Source: an optimization exercise on an open RTL-to-GDS flow (aim: small area and a short achievable clock period). Production flows keep margins and buffers that such runs may drop.
Only simulation tests tie the RTL to the original design; equivalence was not proved.

Design enigmaMachine, start of the top module:
module enigmaMachine (
    input  logic                load,
    input  logic                reset,
    input  logic                keyValid,
    input  logic                setPositions,
    input  enigmaPkg::asciiChar keyChar,
    input  enigmaPkg::rotorPos  startPosition1,
    input  enigmaPkg::rotorPos  startPosition2,
    input  enigmaPkg::rotorPos  startPosition3,
    output logic                outValid,
    output enigmaPkg::asciiChar outChar
);
Size in the first run: ~30 flip-flops, ~36 I/O pins, about 6800 µm² of cells after synthesis.
clock: 30.0 ns
lec_check: 0
abc_area: 1
cap_margin: 20
core_margin: 2
core_utilization: 20
slew_margin: 20
standard.sh (not shown) runs the stock make flow with config.mk's settings and CLKGATE_MAP_FILE= SYNTH_SCRIPT=/design/flow/synth_recipe.tcl, a recipe that flattens the netlist after the stock synthesis.
==> flow/flow/run.sh <==
#!/bin/bash
# Standard layout with these changes:
#  * synthesis: no ADDER_MAP_FILE, so Yosys extracts no half/full adder cells and ABC can
#    restructure the modulo-26 adders;
#  * synthesis: ABC maps with flow/abc_area_resyn.script (the ORFS area script preceded by
#    three rounds of AIG rewriting);
#  * placement: every port still gets its buffer, but as buf_2 (BUFFER_PORTS_ARGS) rather
#    than the slow delay-cell buffer the default choice ends up with.
# The synthesis script is synth_recipe.tcl with ORFS's synth.tcl inlined and only
# its abc call changed, so registers are mapped and named exactly as in the
# standard synthesis.  Each tool's log stays under orfs/logs; make's output is
# in make.log.
set -euo pipefail
here=$(pwd)
abc_script=$here/flow/abc_area_resyn.script
{
  head -n 1 synth_recipe.tcl
  sed "s|log_cmd abc {\*}\$abc_args|log_cmd abc -script $abc_script {*}[lrange \$abc_args 2 end]|" \
      "$FLOW_HOME/scripts/synth.tcl"
  tail -n +3 synth_recipe.tcl
} > synth_custom.tcl
grep -q "abc -script $abc_script" synth_custom.tcl
bash standard.sh BUFFER_PORTS_ARGS="-buffer_cell sky130_fd_sc_hd__buf_2" ADDER_MAP_FILE= SYNTH_SCRIPT="$here/synth_custom.tcl" finish > make.log 2>&1
==> flow/flow/abc_area_resyn.script <==
strash
balance; rewrite; refactor; balance; rewrite; rewrite -z; balance; refactor -z; rewrite -z; balance
balance; rewrite; refactor; balance; rewrite; rewrite -z; balance; refactor -z; rewrite -z; balance
balance; rewrite; refactor; balance; rewrite; rewrite -z; balance; refactor -z; rewrite -z; balance
dch
map -B 0.9
topo
stime -c
buffer -c
upsize -c
dnsize -c
Then changed:
--- a/flow/flow/run.sh
+++ b/flow/flow/run.sh
@@ -4,5 +4,5 @@
 #    restructure the modulo-26 adders;
 #  * synthesis: ABC maps with flow/abc_area_resyn.script (the ORFS area script preceded by
-#    three rounds of AIG rewriting);
+#    two rounds of AIG rewriting, with a 5750 ps delay target for mapping and sizing);
 #  * placement: every port still gets its buffer, but as buf_2 (BUFFER_PORTS_ARGS) rather
 #    than the slow delay-cell buffer the default choice ends up with.
==> flow/flow/abc_area_resyn.script (replaced) <==
strash
balance; rewrite; refactor; balance; rewrite; rewrite -z; balance; refactor -z; rewrite -z; balance
balance; rewrite; refactor; balance; rewrite; rewrite -z; balance; refactor -z; rewrite -z; balance
dch
map -B 0.9 -D 5750
topo
stime -c
buffer -c
upsize -c -D 5750
dnsize -c -D 5750
Outcome:
- wire length shrinks by 3.0%
- first-iteration DRC count shrinks by 19%
- fmax shrinks by 2.3%
Then changed:
--- a/flow/flow/run.sh
+++ b/flow/flow/run.sh
@@ -4,5 +4,5 @@
 #    restructure the modulo-26 adders;
 #  * synthesis: ABC maps with flow/abc_area_resyn.script (the ORFS area script preceded by
-#    two rounds of AIG rewriting, with a 5750 ps delay target for mapping and sizing);
+#    two rounds of AIG rewriting);
 #  * placement: every port still gets its buffer, but as buf_2 (BUFFER_PORTS_ARGS) rather
 #    than the slow delay-cell buffer the default choice ends up with.
@@ -21,3 +21,3 @@
 } > synth_custom.tcl
 grep -q "abc -script $abc_script" synth_custom.tcl
-bash standard.sh BUFFER_PORTS_ARGS="-buffer_cell sky130_fd_sc_hd__buf_2" ADDER_MAP_FILE= SYNTH_SCRIPT="$here/synth_custom.tcl" finish > make.log 2>&1
+bash standard.sh SETUP_SLACK_MARGIN=18.2 SETUP_MOVE_SEQUENCE=sizeup SKIP_LAST_GASP=1 BUFFER_PORTS_ARGS="-buffer_cell sky130_fd_sc_hd__buf_2" ADDER_MAP_FILE= SYNTH_SCRIPT="$here/synth_custom.tcl" finish > make.log 2>&1
==> flow/flow/abc_area_resyn.script (replaced) <==
strash
balance; rewrite; refactor; balance; rewrite; rewrite -z; balance; refactor -z; rewrite -z; balance
balance; rewrite; refactor; balance; rewrite; rewrite -z; balance; refactor -z; rewrite -z; balance
dch
map -B 0.9
topo
stime -c
buffer -c
upsize -c
dnsize -c
Effect: The new run passed the timing, design-rule and antenna checks; fmax increases by a little under a tenth; synthesized area rose by a few percent; core utilization rose by 3.9 points; clock skew is about the same; first-iteration DRC count fell by a few percent; routed wire length rose by roughly a tenth; clock-buffer cell count decreases by 2; cell area grows by a quarter to a third; die area went up by a few percent.
Then changed:
--- a/flow/flow/run.sh
+++ b/flow/flow/run.sh
@@ -4,5 +4,5 @@
 #    restructure the modulo-26 adders;
 #  * synthesis: ABC maps with flow/abc_area_resyn.script (the ORFS area script preceded by
-#    two rounds of AIG rewriting);
+#    two rounds of AIG rewriting, with a 5750 ps delay target for mapping and sizing);
 #  * placement: every port still gets its buffer, but as buf_2 (BUFFER_PORTS_ARGS) rather
 #    than the slow delay-cell buffer the default choice ends up with.
@@ -21,3 +21,3 @@
 } > synth_custom.tcl
 grep -q "abc -script $abc_script" synth_custom.tcl
-bash standard.sh SETUP_SLACK_MARGIN=18.2 SETUP_MOVE_SEQUENCE=sizeup SKIP_LAST_GASP=1 BUFFER_PORTS_ARGS="-buffer_cell sky130_fd_sc_hd__buf_2" ADDER_MAP_FILE= SYNTH_SCRIPT="$here/synth_custom.tcl" finish > make.log 2>&1
+bash standard.sh BUFFER_PORTS_ARGS="-buffer_cell sky130_fd_sc_hd__buf_2" ADDER_MAP_FILE= SYNTH_SCRIPT="$here/synth_custom.tcl" finish > make.log 2>&1
==> flow/flow/abc_area_resyn.script (replaced) <==
strash
balance; rewrite; refactor; balance; rewrite; rewrite -z; balance; refactor -z; rewrite -z; balance
balance; rewrite; refactor; balance; rewrite; rewrite -z; balance; refactor -z; rewrite -z; balance
dch
map -B 0.9 -D 5750
topo
stime -c
buffer -c
upsize -c -D 5750
dnsize -c -D 5750
Settings changed: CAP_MARGIN 20 to 50, SLEW_MARGIN 20 to 75.
Utilization goes down by 3.4 points.
Worst setup slack got worse by 0.74 ns.
Routed wire length came out lower by about 10%.
Fmax fell by about 5.6%.
Count of clock-buffer cells in the layout grows by 1.
Register-to-register slack gets worse by 0.75 ns.
Sequential cell count stays the same.
Then changed:
--- a/flow/flow/run.sh
+++ b/flow/flow/run.sh
@@ -4,5 +4,5 @@
 #    restructure the modulo-26 adders;
 #  * synthesis: ABC maps with flow/abc_area_resyn.script (the ORFS area script preceded by
-#    two rounds of AIG rewriting, with a 5750 ps delay target for mapping and sizing);
+#    two rounds of AIG rewriting);
 #  * placement: every port still gets its buffer, but as buf_2 (BUFFER_PORTS_ARGS) rather
 #    than the slow delay-cell buffer the default choice ends up with.
@@ -21,3 +21,3 @@
 } > synth_custom.tcl
 grep -q "abc -script $abc_script" synth_custom.tcl
-bash standard.sh BUFFER_PORTS_ARGS="-buffer_cell sky130_fd_sc_hd__buf_2" ADDER_MAP_FILE= SYNTH_SCRIPT="$here/synth_custom.tcl" finish > make.log 2>&1
+bash standard.sh SETUP_SLACK_MARGIN=19.5 BUFFER_PORTS_ARGS="-buffer_cell sky130_fd_sc_hd__buf_2" ADDER_MAP_FILE= SYNTH_SCRIPT="$here/synth_custom.tcl" finish > make.log 2>&1
==> flow/flow/abc_area_resyn.script (replaced) <==
strash
balance; rewrite; refactor; balance; rewrite; rewrite -z; balance; refactor -z; rewrite -z; balance
balance; rewrite; refactor; balance; rewrite; rewrite -z; balance; refactor -z; rewrite -z; balance
dch
map -B 0.9
topo
stime -c
buffer -c
upsize -c
dnsize -c
Settings changed: CAP_MARGIN 50 to 20, SLEW_MARGIN 75 to 20.
=> Clock skew is lower by 0.0040 ns. Setup slack improved by 0.77 ns. Register-to-register slack improves by 0.66 ns. Die area came out higher by about 5%. Cell area went up by 32%.
Then changed:
--- a/flow/flow/run.sh
+++ b/flow/flow/run.sh
@@ -21,3 +21,3 @@
 } > synth_custom.tcl
 grep -q "abc -script $abc_script" synth_custom.tcl
-bash standard.sh SETUP_SLACK_MARGIN=19.5 BUFFER_PORTS_ARGS="-buffer_cell sky130_fd_sc_hd__buf_2" ADDER_MAP_FILE= SYNTH_SCRIPT="$here/synth_custom.tcl" finish > make.log 2>&1
+bash standard.sh SETUP_SLACK_MARGIN=17.6 SETUP_MOVE_SEQUENCE=sizeup SKIP_LAST_GASP=1 BUFFER_PORTS_ARGS="-buffer_cell sky130_fd_sc_hd__buf_2" ADDER_MAP_FILE= SYNTH_SCRIPT="$here/synth_custom.tcl" finish > make.log 2>&1
After rerunning: The changed run passed the timing, design-rule and antenna checks; synthesized area is unchanged; design area goes down by 9.7%; routed wire length goes down by about 7%; global-route usage goes down by 0.81 points.

[static timing again, ports no longer ideal]
Ports are ideal in the flow. The routed layouts listed here were re-timed in OpenROAD.
Step 1 sets driving cells, clkbuf_16 on the clock port and buf_2 on the other inputs (assumed; they add their load-dependent delay and slew).
Step 2 moves the port delays by t, midway between the first and last clock arrival at a register: inputs arrive t later, outputs are due t later. That takes back most of the time a late clock gives input paths.
a / b / c = no drivers / after step 1 / after step 2; a / b = the first two.
| run | t (ns) | setup WS [ns] | clock arrival spread, ns |
|---|---|---|---|
| the first run | 0.309 | 17.054 / 17.018 / 17.327 | 0.008 / 0.008 |
| the second run | 0.301 | 16.745 / 16.713 / 17.015 | 0.005 / 0.005 |
| the third run | 0.303 | 17.618 / 17.592 / 17.895 | 0.006 / 0.006 |
| the fourth run | 0.300 | 16.882 / 16.849 / 17.150 | 0.008 / 0.007 |
| the fifth run | 0.305 | 17.649 / 17.616 / 17.872 | 0.005 / 0.004 |
| the sixth run | 0.302 | 17.663 / 17.638 / 17.761 | 0.006 / 0.006 |
After both steps every run listed still meets setup and hold.
